Background: an optimization exercise with open tools, aiming at a short achievable clock period and few clock cycles. Do not read the settings as production practice. Only simulation tests tie the RTL to the original design; equivalence was not proved. Power is estimated from default activity; no workload was simulated.

--- config.mk ---
export PLATFORM = sky130hd
export DESIGN_NAME = mipsTop
export DESIGN_NICKNAME = mipsTop
export VERILOG_FILES = /design/flow/design.v
export SDC_FILE = /design/flow/constraint.sdc
export NUM_CORES = 4
export LEC_CHECK = 0
export CAP_MARGIN = 20
export CORE_MARGIN = 2
export CORE_UTILIZATION = 40
export SLEW_MARGIN = 20
--- constraint.sdc ---
create_clock -name core_clock -period 15.0 [get_ports {clk}]
set_input_delay 3.0000 -clock core_clock [delete_from_list [all_inputs] [get_ports {clk}]]
set_output_delay 3.0000 -clock core_clock [all_outputs]
set_load 0.01 [all_outputs]
--- design.v ---
`timescale 1ns/1ns
module mipsTop (
	input logic clk,
	input logic reset,
	input logic [31:0] instr,
	output logic [31:0] pc,
	output logic fetch,
	output logic reg_we,
	output logic [4:0] reg_waddr,
	output logic [31:0] reg_wdata,
	output logic mem_we,
	output logic [5:0] mem_waddr,
	output logic [31:0] mem_wdata
);
	localparam logic [2:0] ALU_ADD = 3'd0, ALU_SUB = 3'd1, ALU_AND = 3'd2, ALU_OR = 3'd3,
		ALU_SLT = 3'd4, ALU_SLL = 3'd5, ALU_SRL = 3'd6;
	logic [31:0] pc_q;
	logic fetch_q, held_q;
	logic dv_q;
	logic [31:0] instrD_q, pcp4D_q;
	logic ev_q;
	logic [31:0] opA_q, opB_q, immE_q;
	logic [2:0] aluOpE_q;
	logic useImmE_q, fwdAE_q, fwdBE_q, wrE_q, ldE_q, stE_q;
	logic [4:0] dstE_q, shamtE_q;
	logic [31:0] resW_q;
	logic [31:0] regs [1:31];
	logic [31:0] dmem [0:63];
	logic fv, fIsJ, fIsBrJr;
	logic [31:0] pcp4;
	assign fv = fetch_q | held_q;
	assign fIsJ = (instr[31:26] == 6'h02);
	assign fIsBrJr = (instr[31:26] == 6'h04) || (instr[31:26] == 6'h05) ||
		(instr[31:26] == 6'h00 && instr[5:0] == 6'h08);
	assign pcp4 = pc_q + 32'd4;
	logic [5:0] op, fn;
	logic [4:0] rs, rt, rd;
	logic [15:0] imm;
	logic isR, isJr, isBeq, isBne, isJ, isLw, isSw, isLui, isAndi, isOri;
	logic usesRs, usesRt, writes, isBr;
	logic [4:0] dst;
	logic [2:0] aluOp;
	logic [31:0] immVal;
	assign op = instrD_q[31:26];
	assign rs = instrD_q[25:21];
	assign rt = instrD_q[20:16];
	assign rd = instrD_q[15:11];
	assign fn = instrD_q[5:0];
	assign imm = instrD_q[15:0];
	assign isR = (op == 6'h00);
	assign isJr = isR && (fn == 6'h08);
	assign isBeq = (op == 6'h04);
	assign isBne = (op == 6'h05);
	assign isJ = (op == 6'h02);
	assign isLw = (op == 6'h23);
	assign isSw = (op == 6'h2b);
	assign isLui = (op == 6'h0f);
	assign isAndi = (op == 6'h0c);
	assign isOri = (op == 6'h0d);
	assign isBr = isBeq || isBne;
	assign usesRs = !(isJ || isLui || (isR && (fn == 6'h00 || fn == 6'h02)));
	assign usesRt = (isR && !isJr) || isSw || isBr;
	assign writes = !(isJr || isBr || isJ || isSw);
	assign dst = isR ? rd : rt;
	always_comb begin
		aluOp = ALU_ADD;
		if (isR) begin
			case (fn)
				6'h23: aluOp = ALU_SUB;
				6'h24: aluOp = ALU_AND;
				6'h25: aluOp = ALU_OR;
				6'h2a: aluOp = ALU_SLT;
				6'h00: aluOp = ALU_SLL;
				6'h02: aluOp = ALU_SRL;
				default: aluOp = ALU_ADD;
			endcase
		end else if (isAndi) begin
			aluOp = ALU_AND;
		end else if (isOri || isLui) begin
			aluOp = ALU_OR;
		end
	end
	assign immVal = isLui ? {imm, 16'h0} :
		(isAndi || isOri) ? {16'h0, imm} : {{16{imm[15]}}, imm};
	logic [31:0] rsVal, rtVal;
	assign rsVal = (rs == 5'd0) ? 32'h0 : regs[rs];
	assign rtVal = (rt == 5'd0) ? 32'h0 : regs[rt];
	logic eWr, hitRs, hitRt, stall;
	assign eWr = ev_q && wrE_q && (dstE_q != 5'd0);
	assign hitRs = eWr && usesRs && (dstE_q == rs);
	assign hitRt = eWr && usesRt && (dstE_q == rt);
	assign stall = dv_q && (isBr || isJr) && (hitRs || hitRt);
	logic taken, redirect;
	logic [31:0] bTarget, rTarget;
	assign taken = (isBeq && rsVal == rtVal) || (isBne && rsVal != rtVal);
	assign bTarget = pcp4D_q + {{14{imm[15]}}, imm, 2'b00};
	assign redirect = dv_q && (isBr || isJr) && !stall;
	assign rTarget = isJr ? rsVal : taken ? bTarget : pcp4D_q;
	logic [31:0] aE, bRegE, bE, aluRes, resE;
	logic [7:0] addrSum;
	logic [5:0] addrE;
	assign aE = fwdAE_q ? resW_q : opA_q;
	assign bRegE = fwdBE_q ? resW_q : opB_q;
	assign bE = useImmE_q ? immE_q : bRegE;
	always_comb begin
		case (aluOpE_q)
			ALU_SUB: aluRes = aE - bE;
			ALU_AND: aluRes = aE & bE;
			ALU_OR: aluRes = aE | bE;
			ALU_SLT: aluRes = {31'h0, $signed(aE) < $signed(bE)};
			ALU_SLL: aluRes = bRegE << shamtE_q;
			ALU_SRL: aluRes = bRegE >> shamtE_q;
			default: aluRes = aE + bE;
		endcase
	end
	assign addrSum = aE[7:0] + immE_q[7:0];
	assign addrE = addrSum[7:2];
	assign resE = ldE_q ? dmem[addrE] : aluRes;
	always_ff @(posedge clk) begin
		if (reset) begin
			pc_q <= 32'h0;
			fetch_q <= 1'b1;
			held_q <= 1'b0;
		end else if (stall) begin
			fetch_q <= 1'b0;
			held_q <= fv;
		end else if (redirect) begin
			pc_q <= rTarget;
			fetch_q <= 1'b1;
			held_q <= 1'b0;
		end else begin
			held_q <= 1'b0;
			if (fv && fIsJ) begin
				pc_q <= {pcp4[31:28], instr[25:0], 2'b00};
				fetch_q <= 1'b1;
			end else begin
				pc_q <= pcp4;
				fetch_q <= fv && !fIsBrJr;
			end
		end
	end
	always_ff @(posedge clk) begin
		if (reset) begin
			dv_q <= 1'b0;
		end else if (!stall) begin
			dv_q <= fv && !redirect;
			instrD_q <= instr;
			pcp4D_q <= pcp4;
		end
	end
	always_ff @(posedge clk) begin
		if (reset)
			ev_q <= 1'b0;
		else
			ev_q <= dv_q && !stall && !isBr && !isJr && !isJ;
		opA_q <= isLui ? 32'h0 : rsVal;
		opB_q <= rtVal;
		immE_q <= immVal;
		aluOpE_q <= aluOp;
		useImmE_q <= !isR;
		shamtE_q <= instrD_q[10:6];
		fwdAE_q <= usesRs && !isLui && eWr && (dstE_q == rs);
		fwdBE_q <= usesRt && eWr && (dstE_q == rt);
		wrE_q <= writes;
		ldE_q <= isLw;
		stE_q <= isSw;
		dstE_q <= dst;
	end
	always_ff @(posedge clk) begin
		if (ev_q && wrE_q && dstE_q != 5'd0)
			regs[dstE_q] <= resE;
		if (ev_q && stE_q)
			dmem[addrE] <= bRegE;
	end
	always_ff @(posedge clk) begin
		resW_q <= resE;
		if (reset) begin
			reg_we <= 1'b0;
			mem_we <= 1'b0;
		end else begin
			reg_we <= ev_q && wrE_q;
			mem_we <= ev_q && stE_q;
		end
		reg_waddr <= dstE_q;
		reg_wdata <= resE;
		mem_waddr <= addrE;
		mem_wdata <= bRegE;
	end
	assign pc = pc_q;
	assign fetch = fetch_q;
endmodule
--- flow/run.sh ---
#!/bin/bash
# Standard layout (the standard flow's own make targets and SDC, unchanged), with timing
# repair asked for a large setup margin so the critical paths are sized and
# buffered, and resizing allowed across cell footprints.
set -euo pipefail
bash standard.sh SETUP_SLACK_MARGIN=10 MATCH_CELL_FOOTPRINT=0 TNS_END_PERCENT=10 finish > orfs_make.log 2>&1
--- standard.sh ---
#!/bin/bash
# synth_recipe.tcl (not shown) runs the flow's synth.tcl, then flattens the netlist and writes it again
# the make line also repeats each setting of config.mk as NAME=value (left out here)
make -C /OpenROAD-flow-scripts/flow DESIGN_CONFIG=/design/flow/config.mk WORK_HOME=/design/flow/orfs CLKGATE_MAP_FILE= SYNTH_SCRIPT=/design/flow/synth_recipe.tcl "${@:-finish}"
==> impl_results.rst <==
.. list-table::
   :header-rows: 1

   * - Metric
     - Value
   * - Cell class contributing the biggest share of worst-path delay
     - flip-flops
   * - Vias in the first global route
     - around 94k
   * - Clock tree root buffer cell
     - sky130_fd_sc_hd__clkbuf_16
   * - Proportion of register bits with asynchronous set or reset after synthesis
     - 0%
   * - Data required time at the worst endpoint
     - between 10000 and 15000 ps
   * - Synth top cells by count
     - sky130_fd_sc_hd__edfxtp_1, sky130_fd_sc_hd__nand2_1, sky130_fd_sc_hd__mux2i_1, sky130_fd_sc_hd__nor2_1, sky130_fd_sc_hd__a21oi_1
   * - Layout-stage area growth over the synthesis result
     - 19.9%
   * - Nets
     - a little over 10k
   * - Utilization of the core after routing
     - approximately 48%
   * - Worst-case headroom to the max-slew limit
     - between 10% and 20%
   * - Number of instances in the synthesized netlist
     - 9388
   * - Wire length of the first global-routing pass
     - 787 mm
   * - Total design power
     - around 32000 uW
   * - 1st-pass router iterations
     - 7
   * - Hold crit path type
     - reg -> reg
   * - Largest net degree at the start of global routing
     - 102
   * - Final Wtd Congestion
     - 0.957
   * - Synth Net Count
     - ~9.6k
   * - Cell Count, Final, Fillers Out
     - 15.0k
   * - Row Count
     - approximately 220
   * - Number of vias in the routed layout
     - ~100k
   * - Startpoint kind of the worst setup timing path
     - flop
   * - Placeable core area
     - approximately 0.36 sq mm
   * - Reg clk slew, reported paths
     - ~60 ps
   * - Biggest area contributors in the synthesized netlist
     - sky130_fd_sc_hd__edfxtp_1, sky130_fd_sc_hd__mux4_2, sky130_fd_sc_hd__mux2i_1
   * - Signal arrival time at the worst endpoint
     - about 2400 ps
   * - TritonCTS clock tree
     - done
   * - Initial core utilization
     - 40.3%
   * - Vertical die dimension
     - about 600 microns
   * - Count of buffering cells on the critical path with inverters included
     - 1
   * - Pre-CTS setup slack
     - slightly below 6000 ps
   * - Antenna violations before repair
     - 47
   * - Die Area
     - 0.364 sq mm
   * - Count of flip-flops with a built-in enable after synthesis
     - 3104
   * - Number of cells in the design after placement
     - approximately 14k
   * - Clock buffers created by TritonCTS
     - approximately 350
   * - Origin of the worst setup path
     - resW_q[14]
   * - Vias per cell
     - roughly 6.7
   * - Final HPWL from detailed placement
     - around 320 mm
   * - Period Utilization, post-route
     - a little over a third
   * - Share of layout cells above drive strength 1
     - 22.0%
   * - Number of distinct library cells after synthesis
     - roughly 90
   * - Routed WL
     - between 500 and 600 mm
   * - Largest stage delay, worst path
     - 760 ps
   * - Synth top area share
     - between 60 and 70%
   * - Worst Setup Path Type
     - reg -> out
   * - Number of DRC markers after the initial detailed-route iteration
     - 17.6k
   * - Period minus WS final
     - 5390 ps
   * - Clock Skew
     - roughly 76 ps
   * - Number of ports placed on the die boundary
     - between 100 and 150
   * - Level count of the clock H-tree
     - 5
   * - FF-to-FF Start
     - fwdAE_q
   * - Clock Path Buffers
     - 4
   * - Final hold violations
     - 0
   * - Primary FF master, synth
     - sky130_fd_sc_hd__edfxtp_1
   * - CP max stage cell
     - sky130_fd_sc_hd__dfxtp_1
   * - Largest area contributor in the synthesized netlist
     - sky130_fd_sc_hd__edfxtp_1
   * - Width of the die
     - approximately 600 microns
   * - Fin Setup TNS
     - 0 ps
   * - Outcome
     - no timing/DRC/antenna violations
   * - Aggregate global routing overflow
     - 0
   * - Crit path max fanout
     - 4
   * - Portion of the post-synthesis area used by sequential elements
     - between 60% and 70%
   * - Total of flip-flops plus latches after synthesis
     - around 3.3k
   * - CTS sink cnt
     - 3342
   * - Setup repair after global routing missed its margin
     - true
   * - Total GRT Usage
     - 31.2%
   * - Routed WL per cell
     - 39.3 microns
   * - Average cell area after synthesis
     - ~15 sq um
   * - Reported leakage power
     - 0.0574 uW
   * - Worst-Skew Late Latency
     - 1010 ps
   * - Count of unresolved DRC violations after routing
     - 0
   * - Post-detailed-route count of antenna-violating nets
     - 0
   * - Post-Syn Area
     - between 0.1 and 0.15 sq mm
   * - Fill cell count
     - a little under 30k
   * - PwrDens
     - roughly 190 mW/mm^2
   * - Setup-failing EPs final
     - 0
   * - Kind of end point of the critical path
     - output pin
   * - Total of warnings raised by yosys
     - 1
   * - Transition time at the pin with the least slew margin
     - 1250 ps
   * - Most frequent cell after synthesis
     - sky130_fd_sc_hd__edfxtp_1
   * - Buffers added on ports
     - 143
   * - Number of pins with negative max-slew slack in the final report
     - 0
   * - Top achievable clock speed
     - about 190 MHz
   * - Peak supply drop
     - between 0.15 and 0.2 mV
   * - Max-cap violation count
     - 0
   * - Start point of the worst hold path
     - instrD_q[8]
   * - Setup WS post-layout
     - 9610 ps
   * - Ordered list of cells on the worst path
     - clkdlybuf4s50_1
routing by layer:
| layer | vias up | GRT usage (%) | part of all wire [%] |
|---|---|---|---|
| li1 | 39000 | - | - |
| met1 | 51100 | 39.0 | 34 |
| met2 | 8181 | 47.8 | 45 |
| met3 | 1693 | 7.64 | 13 |
| met4 | 26 | 22.1 | 8.4 |
| met5 | - | 0 | 0.031 |
worst paths after layout:
kind	to	slack, ps	cells after the start
worst max register to register	regs[7][4]	9690	20
worst min-delay path	shamtE_q[2]	460	0
worst max-delay path	reg_wdata[14]	9610	1
worst min register to register	shamtE_q[2]	460	0
state kept, by name (all words and copies together), names as in the netlist, 5 cells and up, named ones only:
register   flops
opB_q         32
regs         992
pc_q          32
instrD_q      32
immE_q        32
mem_wdata     32
pcp4D_q       32
reg_waddr      5
opA_q         32
dstE_q         5
resW_q        32
shamtE_q       5
mem_waddr      6
dmem        2048
logic make-up after synthesis:
group           count (synthesis)  synth area share (%)
flops                        3342                  68.2
compound gates               2188                  10.6
simple gates                 1707                  5.30
mux                          1137                  11.6
buf+inv                       766                  2.33
fa+ha+maj                     136                  1.20
xor+xnor                      112                 0.683
layout make-up:
cell class / instances / area, sq um / area share [%]
flip-flops and latches: 3342 / 98000 / 56.9
clock inverters: 181 / 1690 / 0.979
repair inverters: 3 / 47.5 / 0.0276
well taps: 4751 / 5940 / 3.45
clock buffers: 465 / 9610 / 5.58
inverters: 127 / 527 / 0.306
diodes: 28 / 70.1 / 0.0407
multi-input cells: 5300 / 46600 / 27.1
repair buffers: 824 / 9680 / 5.62
worst register-to-register path: stages (launching register included):
cell and delay, ps:
sky130_fd_sc_hd__dfxtp_4 360, sky130_fd_sc_hd__buf_12 140, sky130_fd_sc_hd__mux2i_4 280, sky130_fd_sc_hd__inv_2 80, sky130_fd_sc_hd__ha_4 230, sky130_fd_sc_hd__a31o_4 240
sky130_fd_sc_hd__a21oi_4 200, sky130_fd_sc_hd__o21bai_4 110, sky130_fd_sc_hd__xnor2_4 170, sky130_fd_sc_hd__clkbuf_16 220, sky130_fd_sc_hd__clkinv_16 120, sky130_fd_sc_hd__buf_16 180
sky130_fd_sc_hd__buf_6 440, sky130_fd_sc_hd__mux2i_1 280, sky130_fd_sc_hd__o22ai_1 90, sky130_fd_sc_hd__o311ai_0 880, sky130_fd_sc_hd__a21oi_2 290, sky130_fd_sc_hd__a21oi_4 210
sky130_fd_sc_hd__buf_12 180, sky130_fd_sc_hd__a31oi_4 120, sky130_fd_sc_hd__buf_12 210
stage by stage:
| step | area [sq um] | hold slack, ps |
|---|---|---|
| 4_1_cts | 170000 | 462 |
| 5_1_grt | 172000 | 485 |
| 2_1_floorplan | 144000 | 329 |
| 3_3_place_gp | 153000 | 454 |
| 3_5_place_dp | 153000 | 471 |
| 6_report | 172000 | 461 |
repair_timing:
item	4_1_cts	5_1_grt
hold buffers	0	0
setup endpoints to repair	3160	1789
cloned	64	14
setup buffers	160	77
endpoints found under the hold margin	0	0
resized for setup	602	227
pin swaps	83	43
layout by cell type (no fill, tap or decap), types with 42 or more instances in the layout:
master                               n
sky130_fd_sc_hd__o22ai_1           169
sky130_fd_sc_hd__a22o_1             42
sky130_fd_sc_hd__nor3_1             56
sky130_fd_sc_hd__clkbuf_1           87
sky130_fd_sc_hd__clkinv_2           61
sky130_fd_sc_hd__ha_1              119
sky130_fd_sc_hd__a22oi_1           255
sky130_fd_sc_hd__mux2i_1           584
sky130_fd_sc_hd__a21oi_1           446
sky130_fd_sc_hd__clkinv_1           65
sky130_fd_sc_hd__inv_1             109
sky130_fd_sc_hd__clkdlybuf4s50_1   140
sky130_fd_sc_hd__xnor2_1            54
sky130_fd_sc_hd__buf_12             96
sky130_fd_sc_hd__mux4_2            391
sky130_fd_sc_hd__mux2_2            100
sky130_fd_sc_hd__a21o_1             63
sky130_fd_sc_hd__a221oi_1           92
sky130_fd_sc_hd__nor2b_1            52
sky130_fd_sc_hd__o221ai_1           76
sky130_fd_sc_hd__a211oi_1          140
sky130_fd_sc_hd__a31oi_1            54
sky130_fd_sc_hd__o21ai_0           230
sky130_fd_sc_hd__nand2_1           713
sky130_fd_sc_hd__nor2_4            115
sky130_fd_sc_hd__edfxtp_1         3104
sky130_fd_sc_hd__xor2_1             48
sky130_fd_sc_hd__clkbuf_16         413
sky130_fd_sc_hd__a222oi_1          120
sky130_fd_sc_hd__nand4_1            54
sky130_fd_sc_hd__buf_4             415
sky130_fd_sc_hd__nor2_1            366
sky130_fd_sc_hd__nand3_1            62
sky130_fd_sc_hd__dfxtp_1           211
sky130_fd_sc_hd__buf_6              64
report_power, final:
part	total [uW]	switching (uW)	internal, uW
Combinational	12000	8220	3800
Clock	8670	3770	4900
Sequential	11500	319	11200
Total	32200	12300	19900
Testbench counts, summed over its fixed seeds: cycles 18,102.

## what the ideal ports hide
The results above use ideal ports. As a check the final layout listed here was re-extracted and re-timed, cells and wires unchanged. Step 1 assumes that a clkbuf_16 drives the clock port and a buf_2 every other input. Step 2 times the ports against the registers' clock, not the clock port: input delays grow and output delays shrink by t, the midpoint of the rising clock arrivals with the driver on. Slacks: no drivers / after step 1 / after step 2; pairs: no drivers / after step 1.
shift t [ns]: 1.095
setup WS [ns]: 9.610 / 9.492 / 9.251
cell pins on the clock port's net: 1
After both steps setup and hold are still met in this run. The setup slack of this run moves by -0.118 ns with the drivers and by -0.359 ns with both steps.
